From an optimization exercise on the open Yosys and OpenROAD flow, aimed at small area and a short achievable clock period; shortcuts taken in it are not production practice.
In this exercise RTL edits were held to simulation tests only and were not proved equivalent to the original.
No activity file was given, so power comes from the tool's default toggle rates.

==> inputs of job 2770 <==
// zs_top
module zs_top
(
	input  logic                       CLK,
	input  logic                       RSTb,
	input  logic                       all_clear,
	input  logic                       in_valid,
	output logic                       in_ready,
	input  zs_pkg::frame_beat_t                in_beat,
	input  zs_pkg::thr_write_t                 thr_wr,
	input  logic                       base_sub_en,
	input  logic [4-1:0]     ch_id,
	input  logic [5-1:0] module_id,
	output logic                       out_valid,
	input  logic                       out_ready,
	output zs_pkg::out_word_u                  out_word,
	output logic [9-1:0]      used_words,
	output logic                       overflow_seen,
	output logic                       framing_error,
	input  logic                       ev_read,
	output logic                       event_present
);
export LEC_CHECK = 0
export CAP_MARGIN = 20
export CORE_MARGIN = 2
export CORE_UTILIZATION = 40
export PLACE_DENSITY = 0.7
export SETUP_SLACK_MARGIN = 2.2
export SLEW_MARGIN = 20
export SYNTH_MEMORY_MAX_BITS = 8192
create_clock -name core_clock -period 5.0 [get_ports {CLK}]
standard.sh (not shown) runs the stock make flow with config.mk's settings and CLKGATE_MAP_FILE= SYNTH_SCRIPT=/design/flow/synth_recipe.tcl, a recipe that flattens the netlist after the stock synthesis.
==> flow/flow/run.sh <==
#!/bin/bash
set -euo pipefail
bash standard.sh MATCH_CELL_FOOTPRINT=0 finish > standard_make.log 2>&1
==> inputs of job 7261, as changes to job 2770 <==
--- a/flow/design.v
+++ b/flow/design.v
@@ -124,16 +124,18 @@
 `timescale 1ns/1ps
 `timescale 1ns/1ps
 `timescale 1ns/1ps
 module output_buffer
 (
 	input  logic        CLK,
 	input  logic        wr_en,
 	input  logic [7:0]  wr_ptr,
+	input  logic [15:0] wr_hi,	 
+	input  logic [15:0] wr_lo,	 
 	input  logic [19:0] wr_slot,
 	input  logic        wr_near,	 
 	input  logic        rd_en,
 	input  logic [7:0]  rd_ptr,
 	input  logic [5:0]  rd_row1,	 
 	output logic [19:0] rd_slot	 
 );
 	logic [255:0][19:0] mem;
@@ -145,17 +147,17 @@
 		mux4 = s[1] ? (s[0] ? d3 : d2) : (s[0] ? d1 : d0);
 	endfunction
 	genvar i, b;
 	generate
 		for (i = 0; i < 256; i++)
 		begin : g_row
 			always_ff @(posedge CLK)
 			begin
-				if (wr_en && wr_ptr == 8'(i))
+				if (wr_hi[i/16] && wr_lo[i%16])
 					mem[i] <= wr_slot;
 			end
 		end
 	endgenerate
 	assign row1 = rd_row1;
 	logic [3:0][15:0][19:0] t1;
 	logic [3:0][3:0][19:0]  t2;
 	generate
@@ -212,25 +214,30 @@
 	logic        in_ready_q;	 
 	logic        ev_open;
 	logic [6:0]  strip_cnt;
 	logic        s1_valid;
 	logic        fe_q;
 	logic [1:0]  s1_kind;
 	logic [12:0] s1_data;	 
 	logic [11:0] s1_base;
-	logic        s1_hit;
+	logic        s1_neg;	 
+	logic [11:0] s1_thr;	 
 	logic        wr_valid;
 	logic        out_last;
 	logic        trl_second;
 	logic [19:0] wr_slot;
 	logic [7:0]  wptr, rptr;
 	logic [8:0]  used_q;
 	logic [5:0]  rrow1;	 
+	logic [5:0]  rrow1x;	 
 	logic        wf_q;	 
+	logic [15:0] wen_hi;	 
+	logic [15:0] wlo_x;	 
+	logic [15:0] wlo;
 	logic        ovf_q;
 	logic [4:0]  ev_cnt;
 	logic        evp_q;
 	logic        ov_q;
 	logic [20:0] out_q;
 	logic [7:0]  rcnt;
 	logic [1:0]  in_kind;
 	logic        full, out_free, s1_trl, s1_ready, s1_free;
@@ -291,39 +298,38 @@
 				strip_cnt <= strip_cnt + 1'b1;
 				if (strip_cnt[1:0] == 2'd3)
 					strip_row1 <= strip_row1 + 1'b1;
 			end
 		end
 	end
 	logic [11:0] thr_cur;
 	logic [13:0] diff;
-	logic        hit0;
 	threshold_ram i_thr (
 		.CLK(CLK), .thr_wr(thr_wr),
 		.hdr_pass(pass && in_hdr), .strip_pass(pass && in_kind == 2'd1),
 		.strip_cnt(strip_cnt), .strip_row1(strip_row1), .thr_cur(thr_cur)
 	);
 	assign diff = {1'b0, in_beat[24:12]} - {2'b00, (base_sub_en ? in_beat[11:0] : 12'd0)};
-	assign hit0 = !diff[13] && diff[11:0] > thr_cur;
 	always_ff @(posedge CLK)
 	begin
 		if (s1_free)
 		begin
 			s1_kind <= in_kind;
 			s1_data <= (in_kind == 2'd1) ? {in_beat[24], diff[11:0]} : in_beat[24:12];
 			s1_base <= in_beat[11:0];
-			s1_hit  <= hit0;
+			s1_neg  <= diff[13];
+			s1_thr  <= thr_cur;
 		end
 	end
 	logic        is_hit;
 	logic        s1_strip;
 	logic [6:0]  s1_addr;
 	logic [19:0] nxt_slot;
-	assign is_hit   = s1_hit;
+	assign is_hit   = !s1_neg && s1_data[11:0] > s1_thr;
 	assign s1_strip = s1_kind == 2'd1;
 	assign s1_addr  = strip_cnt - 1'b1;	 
 	always_comb
 	begin
 		nxt_slot = '0;
 		case (s1_kind)
 			2'd0:    nxt_slot = {2'b00, 4'b0000, s1_base[11], s1_data};
 			2'd1:    nxt_slot = {1'b1, s1_addr, s1_data[11:0]};
@@ -358,22 +364,23 @@
 		if (out_free)
 			wr_slot <= nxt_slot;
 	end
 	logic        wr_fire, pop, nonempty, load, ev_done;
 	logic [19:0] rd_slot;
 	logic [8:0]  used_n;
 	logic [4:0]  ev_n;
 	assign wr_fire  = wf_q;	 
+	assign rrow1    = rrow1x ^ 6'd1;
 	assign pop      = ov_q && out_ready;
 	assign nonempty = used_q != {8'd0, ov_q};	 
 	assign load     = nonempty && (!ov_q || out_ready);
 	assign ev_done  = wr_fire && out_last;
 	output_buffer i_buf (
-		.CLK(CLK), .wr_en(wr_fire), .wr_ptr(wptr), .wr_slot(wr_slot),
+		.CLK(CLK), .wr_en(wr_fire), .wr_ptr(wptr), .wr_hi(wen_hi), .wr_lo(wlo), .wr_slot(wr_slot),
 		.wr_near(used_q <= {7'd0, ov_q, ~ov_q, ~ov_q} || (used_q == {6'd0, 1'b1, 1'b0, ov_q} && load)),
 		.rd_en(load), .rd_ptr(rptr), .rd_row1(rrow1), .rd_slot(rd_slot)
 	);
 	always_comb
 	begin
 		case ({wr_fire, pop})
 			2'b10:   used_n = used_q + 1'b1;
 			2'b01:   used_n = used_q - 1'b1;
@@ -388,41 +395,41 @@
 	always_ff @(posedge CLK or negedge RSTb)
 	begin
 		if (!RSTb)
 		begin
 			wptr   <= '0;
 			rptr   <= '0;
 			ov_q   <= 1'b0;
 			used_q <= '0;
-			rrow1  <= 6'd1;
+			rrow1x <= '0;
 			ovf_q  <= 1'b0;
 			ev_cnt <= '0;
 			evp_q  <= 1'b0;
 		end
 		else if (all_clear)
 		begin
 			wptr   <= '0;
 			rptr   <= '0;
 			ov_q   <= 1'b0;
 			used_q <= '0;
-			rrow1  <= 6'd1;
+			rrow1x <= '0;
 			ovf_q  <= 1'b0;
 			ev_cnt <= '0;
 			evp_q  <= 1'b0;
 		end
 		else
 		begin
 			if (wr_fire)
 				wptr <= wptr + 1'b1;
 			if (load)
 			begin
 				rptr <= rptr + 1'b1;
 				if (rptr[1:0] == 2'd3)
-					rrow1 <= rrow1 + 1'b1;
+					rrow1x <= (rrow1 + 1'b1) ^ 6'd1;
 			end
 			if (load)
 				ov_q <= 1'b1;
 			else if (pop)
 				ov_q <= 1'b0;
 			used_q <= used_n;
 			if (full)
 				ovf_q <= 1'b1;
@@ -476,27 +483,38 @@
 		else
 		begin
 			wrv_n  = wr_valid;
 			trl2_n = trl_second;
 		end
 		ir_n = rdy_n && (!s1v_n
 			|| ((!wrv_n || !(all_clear ? 1'b0 : used_n[8])) && !(s1trl_n && !trl2_n)));
 	end
+	logic       wf_n;
+	logic [7:0] wptr_n;
+	assign wf_n   = wrv_n && !(all_clear ? 1'b0 : used_n[8]);
+	assign wptr_n = all_clear ? 8'd0 : wptr + {7'd0, wr_fire};
+	assign wlo    = {wlo_x[15:1], ~wlo_x[0]};
 	always_ff @(posedge CLK or negedge RSTb)
 	begin
 		if (!RSTb)
 		begin
 			in_ready_q <= 1'b0;
 			wf_q       <= 1'b0;
+			wen_hi     <= '0;
+			wlo_x      <= '0;
 		end
 		else
 		begin
 			in_ready_q <= ir_n;
-			wf_q       <= wrv_n && !(all_clear ? 1'b0 : used_n[8]);
+			wf_q       <= wf_n;
+			for (int h = 0; h < 16; h++)
+				wen_hi[h] <= wf_n && wptr_n[7:4] == 4'(h);
+			for (int l = 0; l < 16; l++)
+				wlo_x[l] <= (wptr_n[3:0] == 4'(l)) ^ (l == 0);
 		end
 	end
 	assign in_ready      = in_ready_q;
 	assign out_valid     = ov_q;
 	assign out_word      = out_q;
 	assign used_words    = used_q;
 	assign overflow_seen = ovf_q;
 	assign framing_error = fe_q;
==> flow/config.mk (replaced) <==
export PLATFORM = sky130hd
export DESIGN_NAME = zs_top
export DESIGN_NICKNAME = zs_top
export VERILOG_FILES = /design/flow/design.v
export SDC_FILE = /design/flow/constraint.sdc
export NUM_CORES = 4
export LEC_CHECK = 0
export CAP_MARGIN = 20
export CORE_MARGIN = 2
export CORE_UTILIZATION = 65
export CTS_CLUSTER_DIAMETER = 80
export CTS_CLUSTER_SIZE = 25
export PLACE_DENSITY = 0.75
export SETUP_SLACK_MARGIN = 2.3
export SLEW_MARGIN = 20
export SYNTH_MEMORY_MAX_BITS = 8192
==> qor summary <==
quantity                                                      job 2770       job 7261
Internal power summed over all cells                          94.38 mW       78.92 mW
CTS clock-pin slew for the worst setup and hold paths          0.06 ns        0.10 ns
Clock buffer count                                                 825            416
Final Cell Area                                           317500 sq um   302700 sq um
Sequential cell area                                      207000 sq um   208200 sq um
PD cells                                                 380.4 nW/um^2  333.6 nW/um^2
Global Route Usage Sum                                          21.05%         37.24%
Setup WS post-layout                                          1.785 ns       1.783 ns
Part of the total power dissipated in the clock network          40.9%          29.3%
Stage delay of the slowest cell on the critical path           0.70 ns        0.86 ns
Critical Path End                                        i_buf.nxt[28]  i_buf.nxt[44]
Tot Pwr                                                       120.8 mW       101.0 mW
H-tree levels                                                        6              5
Clock buffers created by TritonCTS                                 663            319
Sequential cell area fraction in the yosys report               77.30%         77.25%
Buffers and inverters on the worst path                              3              2
Core Region                                               667000 sq um   412800 sq um
Compound-Gate Fraction of Synth Area                            3.204%         3.724%
Result of the run                             timing/DRC/antenna clean  timing/DRC/antenna clean
Data required time at the worst endpoint                       5.89 ns        5.86 ns

[separate check: timing with driven ports]
The flow's constraints put no driver on any port. The routed layouts listed below were extracted and timed again, unchanged, in two steps.
Step 1 sets driving cells, clkbuf_16 on the clock port and buf_2 on the other inputs (assumed; they add their load-dependent delay and slew).
Step 2 also shifts input and output timing later by t, the mid clock arrival at the registers, as if the neighbouring blocks saw the same clock.
Slacks: no drivers / after step 1 / after step 2; pairs: no drivers / after step 1.
| run | t, ns | setup slack, ns | hold WS [ns] | latest minus earliest clock arrival (ns) | worst slew at a driven data input, ns |
|---|---|---|---|---|---|
| job 2770 | 1.219 | 1.785 / 1.785 / 0.755 | 0.197 / 0.085 / 0.482 | 0.131 / 0.131 | 0.22 |
| job 7261 | 1.129 | 1.783 / 1.783 / 1.042 | 0.449 / 0.339 / 0.489 | 0.082 / 0.082 | 0.08 |
After both steps every run listed still meets setup and hold. The setup slack of job 2770, which loses most, moves by 0.000 ns with the drivers and by -1.030 ns with both steps.
